This is an optimization exercise on Yosys and OpenROAD, whose aim is small area, a short achievable clock period and few clock cycles per item, not a production implementation.
The RTL was checked by simulation tests, not by an equivalence proof against the original design.
Power figures rest on the tool's default switching activity, not on a simulated workload.

==> flow/design.v <==
package dfs_pkg;
    typedef enum logic [1:0] {
        REQ_EDGE = 2'd0,
        REQ_VERTEX = 2'd1,
        REQ_SORT = 2'd2,
        REQ_NONE = 2'd3
    } t_req;
    typedef enum logic [1:0] {
        KIND_VERTEX = 2'd0,
        KIND_BACK = 2'd1,
        KIND_FULL = 2'd2,
        KIND_ABORT = 2'd3
    } t_kind;
    typedef enum logic [1:0] {
        COL_WHITE = 2'd0,
        COL_GRAY = 2'd1,
        COL_BLACK = 2'd2
    } t_color;
    typedef enum logic [3:0] {
        ST_IDLE,
        ST_ROOT,      
        ST_SCAN,      
        ST_EDGE,      
        ST_EMIT,      
        ST_CLEAR
    } t_state;
    typedef struct packed {
        logic load;        
        logic sort_init;   
        logic root_step;   
        logic scan_rd;     
        logic edge_step;   
        logic emit_step;   
        logic clear;       
    } t_cmd;
    typedef struct packed {
        logic roots_done;
        logic root_white;
        logic stack_empty;
        logic aborted;
        logic emit_done;
    } t_sts;
endpackage
module dfs_ctrl (
    input  logic          i_clk,
    input  logic          i_rst_n,
    input  logic          i_start,
    input  logic [1:0]    i_req_type,
    input  dfs_pkg::t_sts i_sts,
    output dfs_pkg::t_cmd o_cmd,
    output logic          o_busy
);
    dfs_pkg::t_state r_state, n_state;
    always_ff @(posedge i_clk) begin
        if (!i_rst_n) begin
            r_state <= dfs_pkg::ST_IDLE;
        end else begin
            r_state <= n_state;
        end
    end
    always_comb begin
        n_state = r_state;
        case (r_state)
            dfs_pkg::ST_IDLE: begin
                if (i_start && i_req_type == dfs_pkg::REQ_SORT) n_state = dfs_pkg::ST_ROOT;
            end
            dfs_pkg::ST_ROOT: begin
                if (i_sts.roots_done) n_state = dfs_pkg::ST_EMIT;
                else if (i_sts.root_white) n_state = dfs_pkg::ST_SCAN;
            end
            dfs_pkg::ST_SCAN: n_state = dfs_pkg::ST_EDGE;
            dfs_pkg::ST_EDGE: begin
                if (i_sts.aborted) n_state = dfs_pkg::ST_CLEAR;
                else if (i_sts.stack_empty) n_state = dfs_pkg::ST_ROOT;
                else n_state = dfs_pkg::ST_SCAN;
            end
            dfs_pkg::ST_EMIT: begin
                if (i_sts.emit_done) n_state = dfs_pkg::ST_CLEAR;
            end
            dfs_pkg::ST_CLEAR: n_state = dfs_pkg::ST_IDLE;
            default: n_state = dfs_pkg::ST_IDLE;
        endcase
    end
    always_comb begin
        o_cmd = '0;
        o_busy = 1'b1;
        case (r_state)
            dfs_pkg::ST_IDLE: begin
                o_busy = 1'b0;
                o_cmd.load = i_start && i_req_type != dfs_pkg::REQ_SORT;
                o_cmd.sort_init = i_start && i_req_type == dfs_pkg::REQ_SORT;
            end
            dfs_pkg::ST_ROOT: o_cmd.root_step = 1'b1;
            dfs_pkg::ST_SCAN: o_cmd.scan_rd = 1'b1;
            dfs_pkg::ST_EDGE: o_cmd.edge_step = 1'b1;
            dfs_pkg::ST_EMIT: o_cmd.emit_step = 1'b1;
            dfs_pkg::ST_CLEAR: o_cmd.clear = 1'b1;
            default: o_busy = 1'b1;
        endcase
    end
endmodule
module dfs_dp #(
    parameter int MAX_VERTICES = 16,
    parameter int MAX_EDGES = 32,
    parameter int KEY_BITS = 16
) (
    input  logic                i_clk,
    input  logic                i_rst_n,
    input  logic                i_abort_on_cycle,
    input  logic [1:0]          i_req_type,
    input  logic [KEY_BITS-1:0] i_from_key,
    input  logic [KEY_BITS-1:0] i_to_key,
    input  dfs_pkg::t_cmd       i_cmd,
    output dfs_pkg::t_sts       o_sts,
    output logic                o_valid,
    output logic [1:0]          o_kind,
    output logic [15:0]         o_first_key,
    output logic [15:0]         o_second_key,
    output logic                o_last
);
    localparam int VB = (MAX_VERTICES > 1) ? $clog2(MAX_VERTICES) : 1;
    localparam int EB = (MAX_EDGES > 1) ? $clog2(MAX_EDGES) : 1;
    localparam int VC = $clog2(MAX_VERTICES + 1);
    localparam int EC = $clog2(MAX_EDGES + 1);
    logic [KEY_BITS-1:0] r_keys [MAX_VERTICES];
    logic [VC-1:0]       r_vcnt;
    logic [EC-1:0]       r_ecnt;
    logic [1:0]          r_color [MAX_VERTICES];
    logic [VB-1:0]       r_stk_v [MAX_VERTICES];
    logic [EC-1:0]       r_stk_p [MAX_VERTICES];
    logic [VB-1:0]       r_fin [MAX_VERTICES];
    logic [VC-1:0]       r_sp, r_nfin, r_root;
    logic                r_abort;
    logic [2*VB-1:0]     r_emem [MAX_EDGES];
    logic [2*VB-1:0]     r_erd;
    logic                r_epast;   
    logic                r_valid, r_last;
    logic [1:0]          r_kind;
    logic [15:0]         r_k1, r_k2;
    logic            a_hit, b_hit;
    logic [VB-1:0]   a_idx, b_idx;
    always_comb begin
        a_hit = 1'b0; b_hit = 1'b0; a_idx = '0; b_idx = '0;
        for (int i = 0; i < MAX_VERTICES; i++) begin
            if (VC'(i) < r_vcnt && r_keys[i] == i_from_key && !a_hit) begin
                a_hit = 1'b1; a_idx = VB'(i);
            end
            if (VC'(i) < r_vcnt && r_keys[i] == i_to_key && !b_hit) begin
                b_hit = 1'b1; b_idx = VB'(i);
            end
        end
    end
    logic          same;
    logic [1:0]    need;
    logic          e_full, v_full;
    assign same = i_from_key == i_to_key;
    assign need = {1'b0, !a_hit} + {1'b0, !b_hit && !(!a_hit && same)};
    assign e_full = ({1'b0, r_vcnt} + {{VC-1{1'b0}}, need} > (VC+1)'(MAX_VERTICES))
                    || r_ecnt >= EC'(MAX_EDGES);
    assign v_full = r_vcnt >= VC'(MAX_VERTICES);
    logic [VB-1:0] w_src, w_dst, w_next;
    assign w_next = VB'(r_vcnt + VC'(!a_hit));
    assign w_src = a_hit ? a_idx : VB'(r_vcnt);
    assign w_dst = b_hit ? b_idx : (same ? w_src : w_next);
    logic [VB-1:0] top_v, e_src, e_dst, sp_idx;
    logic [EC-1:0] top_p;
    assign sp_idx = VB'(r_sp - 1'b1);
    assign top_v = r_stk_v[sp_idx];
    assign top_p = r_stk_p[sp_idx];
    assign e_src = r_erd[2*VB-1:VB];
    assign e_dst = r_erd[VB-1:0];
    logic [VB-1:0] fin_idx;
    assign fin_idx = VB'(r_nfin - 1'b1);
    assign o_sts.roots_done  = r_root >= r_vcnt || r_abort;
    assign o_sts.root_white  = r_root < r_vcnt && r_color[VB'(r_root)] == dfs_pkg::COL_WHITE;
    assign o_sts.stack_empty = r_sp == '0 || (r_sp == VC'(1) && r_epast);
    assign o_sts.aborted     = r_abort || (!r_epast && e_src == top_v
        && r_color[e_dst] == dfs_pkg::COL_GRAY && i_abort_on_cycle);
    assign o_sts.emit_done   = r_nfin <= VC'(1) || r_abort;
    always_ff @(posedge i_clk) begin
        if (i_cmd.scan_rd) begin
            r_erd   <= r_emem[EB'(top_p)];
            r_epast <= top_p >= r_ecnt;
        end
        if (i_cmd.load && i_req_type == dfs_pkg::REQ_EDGE && !e_full)
            r_emem[EB'(r_ecnt)] <= {w_src, w_dst};
    end
    always_ff @(posedge i_clk) begin
        if (!i_rst_n) begin
            r_vcnt <= '0; r_ecnt <= '0; r_valid <= 1'b0;
            r_sp <= '0; r_nfin <= '0; r_root <= '0; r_abort <= 1'b0;
            for (int i = 0; i < MAX_VERTICES; i++) r_color[i] <= dfs_pkg::COL_WHITE;
        end else begin
            r_valid <= 1'b0;
            if (i_cmd.load) begin
                if (i_req_type == dfs_pkg::REQ_EDGE) begin
                    if (e_full) begin
                        r_valid <= 1'b1; r_kind <= dfs_pkg::KIND_FULL; r_last <= 1'b1;
                        r_k1 <= '0; r_k2 <= '0;
                    end else begin
                        if (!a_hit) r_keys[VB'(r_vcnt)] <= i_from_key;
                        if (!b_hit && !same)
                            r_keys[VB'(r_vcnt + VC'(!a_hit))] <= i_to_key;
                        r_vcnt <= r_vcnt + VC'(need);
                        r_ecnt <= r_ecnt + 1'b1;
                    end
                end else if (i_req_type == dfs_pkg::REQ_VERTEX && !a_hit) begin
                    if (v_full) begin
                        r_valid <= 1'b1; r_kind <= dfs_pkg::KIND_FULL; r_last <= 1'b1;
                        r_k1 <= '0; r_k2 <= '0;
                    end else begin
                        r_keys[VB'(r_vcnt)] <= i_from_key;
                        r_vcnt <= r_vcnt + 1'b1;
                    end
                end
            end
            if (i_cmd.sort_init) begin
                r_sp <= '0; r_nfin <= '0; r_root <= '0; r_abort <= 1'b0;
                for (int i = 0; i < MAX_VERTICES; i++) r_color[i] <= dfs_pkg::COL_WHITE;
            end
            if (i_cmd.root_step && !o_sts.roots_done) begin
                r_root <= r_root + 1'b1;
                if (o_sts.root_white) begin
                    r_color[VB'(r_root)] <= dfs_pkg::COL_GRAY;
                    r_stk_v[0] <= VB'(r_root);
                    r_stk_p[0] <= '0;
                    r_sp <= VC'(1);
                end
            end
            if (i_cmd.edge_step) begin
                if (r_epast) begin
                    r_color[top_v] <= dfs_pkg::COL_BLACK;
                    r_fin[VB'(r_nfin)] <= top_v;
                    r_nfin <= r_nfin + 1'b1;
                    r_sp <= r_sp - 1'b1;
                end else if (e_src != top_v) begin
                    r_stk_p[sp_idx] <= top_p + 1'b1;
                end else begin
                    r_stk_p[sp_idx] <= top_p + 1'b1;
                    if (r_color[e_dst] == dfs_pkg::COL_WHITE) begin
                        r_color[e_dst] <= dfs_pkg::COL_GRAY;
                        r_stk_v[VB'(r_sp)] <= e_dst;
                        r_stk_p[VB'(r_sp)] <= '0;
                        r_sp <= r_sp + 1'b1;
                    end else if (r_color[e_dst] == dfs_pkg::COL_GRAY) begin
                        r_valid <= 1'b1;
                        r_k1 <= 16'(r_keys[top_v]);
                        r_k2 <= 16'(r_keys[e_dst]);
                        if (i_abort_on_cycle) begin
                            r_kind <= dfs_pkg::KIND_ABORT; r_last <= 1'b1; r_abort <= 1'b1;
                        end else begin
                            r_kind <= dfs_pkg::KIND_BACK;
                            r_last <= r_vcnt == '0;
                        end
                    end
                end
            end
            if (i_cmd.emit_step && !r_abort && r_nfin != '0) begin
                r_valid <= 1'b1; r_kind <= dfs_pkg::KIND_VERTEX;
                r_k1 <= 16'(r_keys[r_fin[fin_idx]]); r_k2 <= '0;
                r_last <= r_nfin == VC'(1);
                r_nfin <= r_nfin - 1'b1;
            end
            if (i_cmd.clear) begin
                r_vcnt <= '0; r_ecnt <= '0; r_nfin <= '0;
                for (int i = 0; i < MAX_VERTICES; i++) r_color[i] <= dfs_pkg::COL_WHITE;
            end
        end
    end
    assign o_valid = r_valid;
    assign o_kind = r_kind;
    assign o_first_key = r_k1;
    assign o_second_key = r_k2;
    assign o_last = r_last;
endmodule
module dfs_topological_sort_unit #(
    parameter int MAX_VERTICES = 16,
    parameter int MAX_EDGES = 32,
    parameter int KEY_BITS = 16
) (
    input  logic                i_clk,
    input  logic                i_rst_n,
    input  logic                start,
    output logic                busy,
    input  logic [1:0]          i_req_type,
    input  logic [KEY_BITS-1:0] i_from_key,
    input  logic [KEY_BITS-1:0] i_to_key,
    input  logic                i_cfg_valid,
    output logic                o_cfg_ready,
    input  logic                i_cfg_data,
    output logic                o_valid,
    output logic [1:0]          o_kind,
    output logic [15:0]         o_first_key,
    output logic [15:0]         o_second_key,
    output logic                o_last
);
    dfs_pkg::t_cmd w_cmd;
    dfs_pkg::t_sts w_sts;
    logic r_abort_mode;
    assign o_cfg_ready = 1'b1;
    always_ff @(posedge i_clk) begin
        if (!i_rst_n) begin
            r_abort_mode <= 1'b0;
        end else if (i_cfg_valid) begin
            r_abort_mode <= i_cfg_data;
        end
    end
    dfs_ctrl u_ctrl (
        .i_clk(i_clk), .i_rst_n(i_rst_n), .i_start(start),
        .i_req_type(i_req_type), .i_sts(w_sts), .o_cmd(w_cmd), .o_busy(busy)
    );
    dfs_dp #(
        .MAX_VERTICES(MAX_VERTICES), .MAX_EDGES(MAX_EDGES), .KEY_BITS(KEY_BITS)
    ) u_dp (
        .i_clk(i_clk), .i_rst_n(i_rst_n), .i_abort_on_cycle(r_abort_mode),
        .i_req_type(i_req_type), .i_from_key(i_from_key), .i_to_key(i_to_key),
        .i_cmd(w_cmd), .o_sts(w_sts), .o_valid(o_valid), .o_kind(o_kind),
        .o_first_key(o_first_key), .o_second_key(o_second_key), .o_last(o_last)
    );
endmodule
==> flow/run.sh <==
#!/bin/bash
# synth_recipe.tcl (not shown) runs the flow's synth.tcl, then flattens the netlist and writes it again
# the make line also repeats each setting of config.mk as NAME=value (left out here)
make -C /OpenROAD-flow-scripts/flow DESIGN_CONFIG=/design/flow/config.mk WORK_HOME=/design/flow/orfs CLKGATE_MAP_FILE= SYNTH_SCRIPT=/design/flow/synth_recipe.tcl finish
==> flow/config.mk <==
export PLATFORM = sky130hd
export DESIGN_NAME = dfs_topological_sort_unit
export DESIGN_NICKNAME = dfs_topological_sort_unit
export VERILOG_FILES = /design/flow/design.v
export SDC_FILE = /design/flow/constraint.sdc
export NUM_CORES = 4
export LEC_CHECK = 0
export CAP_MARGIN = 20
export CORE_MARGIN = 2
export CORE_UTILIZATION = 40
export SLEW_MARGIN = 20
==> flow/constraint.sdc <==
create_clock -name core_clock -period 10.0 [get_ports {i_clk}]
set_input_delay 2.0000 -clock core_clock [delete_from_list [all_inputs] [get_ports {i_clk}]]
set_output_delay 2.0000 -clock core_clock [all_outputs]
set_load 0.01 [all_outputs]
==> metrics.csv <==
stage;metric;value;unit
run_status;outcome;timing/DRC/antenna clean;
floorplan;coreArea;0.1280;mm²
setup_path;critPathRequiredTime;10.48;ns
layout;layout.nets;4348;
clock_network;cts_setup_buffers;0;
global_route;grt_pass1_vias;36860;
placement;io_buffers;75;
setup_path;crit_path_end_kind;flip-flop;
clock_network;cts_root_buf;clkbuf_16;
power_and_ir_drop;power.density;142.4;mW/mm²
floorplan;rows;131;
timing;timing.final.ws_setup;1.443;ns
layout;n_fill_cell;11870;
synthesis;yosys.area.top_type;edfxtp_1;
layout;final_core_util;0.4478;
placement;hpwlAfterDp;144.9;mm
synthesis;synthArstFlopShare;0;
power_and_ir_drop;total_leakage_power;19.06;nW
timing;fmax;116.9;MHz
setup_path;path_class;input pin to flip-flop;
drt;drt_iter0_markers;4921;
synthesis;netlist_instances;4332;
clock_network;htreeDepth;3;
drt;drc;0;
synthesis;synth_top_family_by_area;multiplexers;
global_route;antenna_found_initial;12;
drt;wirelength;204.1;mm
placement;gp_congestion;1.087;
timing;fin_worst_skew;0.05067;ns
synthesis;synth_seq_cells;848;
drt;vias;38150;
timing;finalCritPeriodShare;0.8557;
worst_hold_path;hold_class;flip-flop to flip-flop;
clock_network;tritoncts;done;
synthesis;synth_flop_cell;edfxtp_1;
layout;multi_input_area;0.02582;mm²
timing;relSlewSlack;0.2465;
drt;wl_per_cell;33.57;µm
placement;dp_cells;5904;
layout;synthToLayoutAreaGrowth;10.79;%
clock_network;numCtsBuffers;97;
setup_path;arrival;9.04;ns
floorplan;start_util;0.4042;
global_route;gr-total-overflow;0;
drt;first_pass_iters;5;
layout;drive_gt1_frac;0.2167;
timing;finalHoldViolCount;0;
clock_network;cts_sinks;848;
timing;tns;0;ns
synthesis;synth_fa_ha_area_frac;0.008755;
drt;via_per_inst;6.275;
synthesis;yosysUniqueCellTypes;100;
run;max_cap_violations;0;
setup_path;startpoint_type;input pin;
synthesis;ys.warnings.count;3;
synthesis;syn_nets;4406;
synthesis;yosysSeqAreaShare;0.4667;
clock_network;clk_latency;0.76;ns
setup_path;cp_max_fo;20;
floorplan;die_w;363.6;µm
drt;postRouteAntennaNets;0;
global_route;grt_usage;0.3051;
floorplan;io_pins;77;
global_route;grt_pass1_wl;285.7;mm
clock_network;postCtsHoldBufs;0;
power_and_ir_drop;ir_drop;0.0001322;V
synthesis;yosysTopAreaCellShare;0.4156;
synthesis;synth.area.top_cells;edfxtp_1 (42%), mux2_2 (8.2%), mux4_2 (6.4%);
layout;instances_no_fill;6080;
synthesis;synth-compound-area-share;0.08186;
timing;rsz0062_at_grt;no;
synthesis;yosys.area_share.xor_xnor;0.09442;
synthesis;synth_edf_count;716;
timing;slew_viol_final;0;
floorplan;die_y;363.6;µm
clock_network;cts.repair.resized;0;
synthesis;syn-cell-area;0.05174;mm²
synthesis;synth-simple-area-share;0.09867;
floorplan;die_area;0.1322;mm²
layout;fin_area;0.05732;mm²
placement;place_area;0.05406;mm²
timing;tightest_slew;1.130;ns
synthesis;synthMuxAreaShare;0.2111;
clock_network;cts.reportedPaths.clkPinSlew;0.06;ns
timing;finalSetupViolCount;0;
clock_network;max-clock-path-buffers;3;
placement;dp_slack;0.7752;ns
synthesis;syn_area_per_cell;11.94;µm²
global_route;grt_max_degree;118;
timing;period_needed;8.557;ns
layout;seq_area;0.02415;mm²
layer usage:
layer / GRT usage / wire length [µm] / up-vias
met3: 0.07231 / 17910 / 543
li1: - / - / 16210
met5: 0 / 56 / -
met1: 0.3992 / 82720 / 19360
met4: 0.1521 / 11480 / 10
met2: 0.4740 / 91920 / 2032
worst paths after layout:
check | from | end | slack [ns] | depth (start not counted)
worst max-delay path | i_from_key[12] | u_dp.r_keys[14][15]$_DFFE_PP_ | 1.44 | 22
worst min-delay path | u_dp.r_stk_p[2][3]$_SDFFE_PP0P_ | u_dp.r_stk_p[2][3]$_SDFFE_PP0P_ | 0.48 | 2
worst max register to register | u_dp.r_vcnt[0]$_SDFFE_PP0P_ | u_dp.r_keys[14][15]$_DFFE_PP_ | 2.57 | 21
worst min register to register | u_dp.r_stk_p[2][3]$_SDFFE_PP0P_ | u_dp.r_stk_p[2][3]$_SDFFE_PP0P_ | 0.48 | 2
logic make-up (layout without fill, tap and decap cells):
family          Yosys count  in the layout
other cells               1              5
fa+ha+maj                35             35
xor+xnor                553            553
compound gates          627            627
mux                     851            851
buf+inv                 416            431
simple gates           1001           1001
flops                   848            848
cells in the mapped netlist, types with 10 or more instances:
library cell,number
mux4_2,148
xnor2_1,300
xor2_1,249
and2_1,25
ha_1,33
buf_6,10
buf_1,21
nor3_1,67
or4_1,12
a32o_1,19
nand3_1,59
a41oi_1,12
o21ai_0,127
nand2_1,231
a21oi_1,129
buf_2,167
o211ai_1,53
inv_1,27
a31oi_1,14
nor2b_1,60
nor4_1,56
nor2_1,283
o22ai_1,17
mux2_2,375
a211oi_1,99
dfxtp_1,132
and3_1,19
mux2i_1,314
o221ai_1,10
mux2_4,10
buf_4,39
clkbuf_1,149
a22oi_1,40
edfxtp_1,716
nand2b_1,16
nand4_1,103
o21ai_1,13
a211o_1,34
cell type report:
cell class,instances,area share
Sequential cell,848,0.4213
Multi-Input combinational cell,3068,0.4505
Tap cell,1729,0.03774
Clock buffer,113,0.04339
Antenna cell,4,0.0001746
Inverter,30,0.001965
Timing Repair Buffer,229,0.03187
Clock inverter,59,0.01314
per-stage QoR:
step                      total power, mW  hold WS, ns
after CTS                           8.207       0.4744
after floorplan                     4.312       0.4497
after detailed placement            4.536       0.4659
after global placement              4.533       0.4571
final                               8.163       0.4766
after global routing                8.372       0.4951
registers in the layout, indices dropped and copies added, names as in the netlist, 2 cells and up, named ones only:
| name | flops |
|---|---|
| u_dp.r_sp | 5 |
| u_dp.r_ecnt | 6 |
| u_dp.r_fin | 64 |
| u_dp.r_stk_v | 64 |
| u_dp.r_root | 5 |
| u_dp.r_emem | 256 |
| u_ctrl.r_state | 3 |
| u_dp.r_color | 32 |
| u_dp.r_nfin | 5 |
| u_dp.r_kind | 2 |
| u_dp.r_k2 | 16 |
| u_dp.r_stk_p | 96 |
| u_dp.r_erd | 8 |
| u_dp.r_vcnt | 5 |
| u_dp.r_k1 | 16 |
| u_dp.r_keys | 256 |
critical path: stages:
cell,delay (ns)
buf_2,0.67
xor2_1,0.14
nor4_1,0.70
nand2_1,0.13
nor4_1,0.65
a311o_1,0.33
nor4_4,0.05
buf_4,0.18
a21oi_1,0.21
ha_1,0.28
ha_1,0.22
fa_1,0.51
o311ai_0,0.36
a21oi_1,0.18
a2111oi_4,0.33
buf_4,0.23
and3_1,0.20
and3_1,0.22
nand4_1,0.36
nor2_1,0.24
buf_4,0.40
mux2_2,0.38
power by group:
group | leakage (nW) | switching (mW) | internal (mW)
Sequential | 7.74 | 0.0380 | 3.86
Clock | 1.55 | 1.58 | 2.11
Combinational | 9.77 | 0.367 | 0.209
Total | 19.1 | 1.98 | 6.18
layout by cell type (no fill, tap or decap), types with 16 or more instances in the layout:
cell type and instances:
xnor2_1 300, nand3_1 59, nor4_1 56, o211ai_1 53
and3_1 19, buf_2 32, xor2_1 249, a211oi_1 99
nor2b_1 59, inv_1 27, and2_1 25, a32o_1 19
a22oi_1 40, mux2i_1 311, dfxtp_1 131, clkdlybuf4s50_1 42
nor2_1 279, o21ai_0 113, nor3_1 65, a21oi_1 126
nand4_1 103, a211o_1 34, clkbuf_1 16, edfxtp_1 716
ha_1 32, mux4_2 146, clkinv_1 19, nand2_1 231
buf_4 149, mux2_2 375, clkbuf_16 97, nand2b_1 16
Testbench counts, summed over its fixed seeds: cycles 74,040, sorts 160.

[static timing again, ports no longer ideal]
The results above use ideal ports. As a check the final layout listed here was re-extracted and re-timed, cells and wires unchanged.
Step 1: set_driving_cell puts a clkbuf_16 on i_clk and a buf_2 on each other input, an assumption about the parent block.
Step 2 moves the port delays by t, midway between the first and last clock arrival at a register: inputs arrive t later, outputs are due t later. That takes back most of the time a late clock gives input paths.
Three values: ideal, step 1, step 2; two values: the first two.
shift t [ns]: 0.815
slack for setup (ns): 1.443 / 1.439 / 0.624
worst register clock-pin slew, ns: 0.07 / 0.07
worst data-port slew with drivers (ns): 0.17
cell pins on the clock port's net: 1
After both steps setup and hold are still met in this run. For this run, drivers alone change the setup slack by -0.004 ns; drivers and shift together by -0.819 ns.
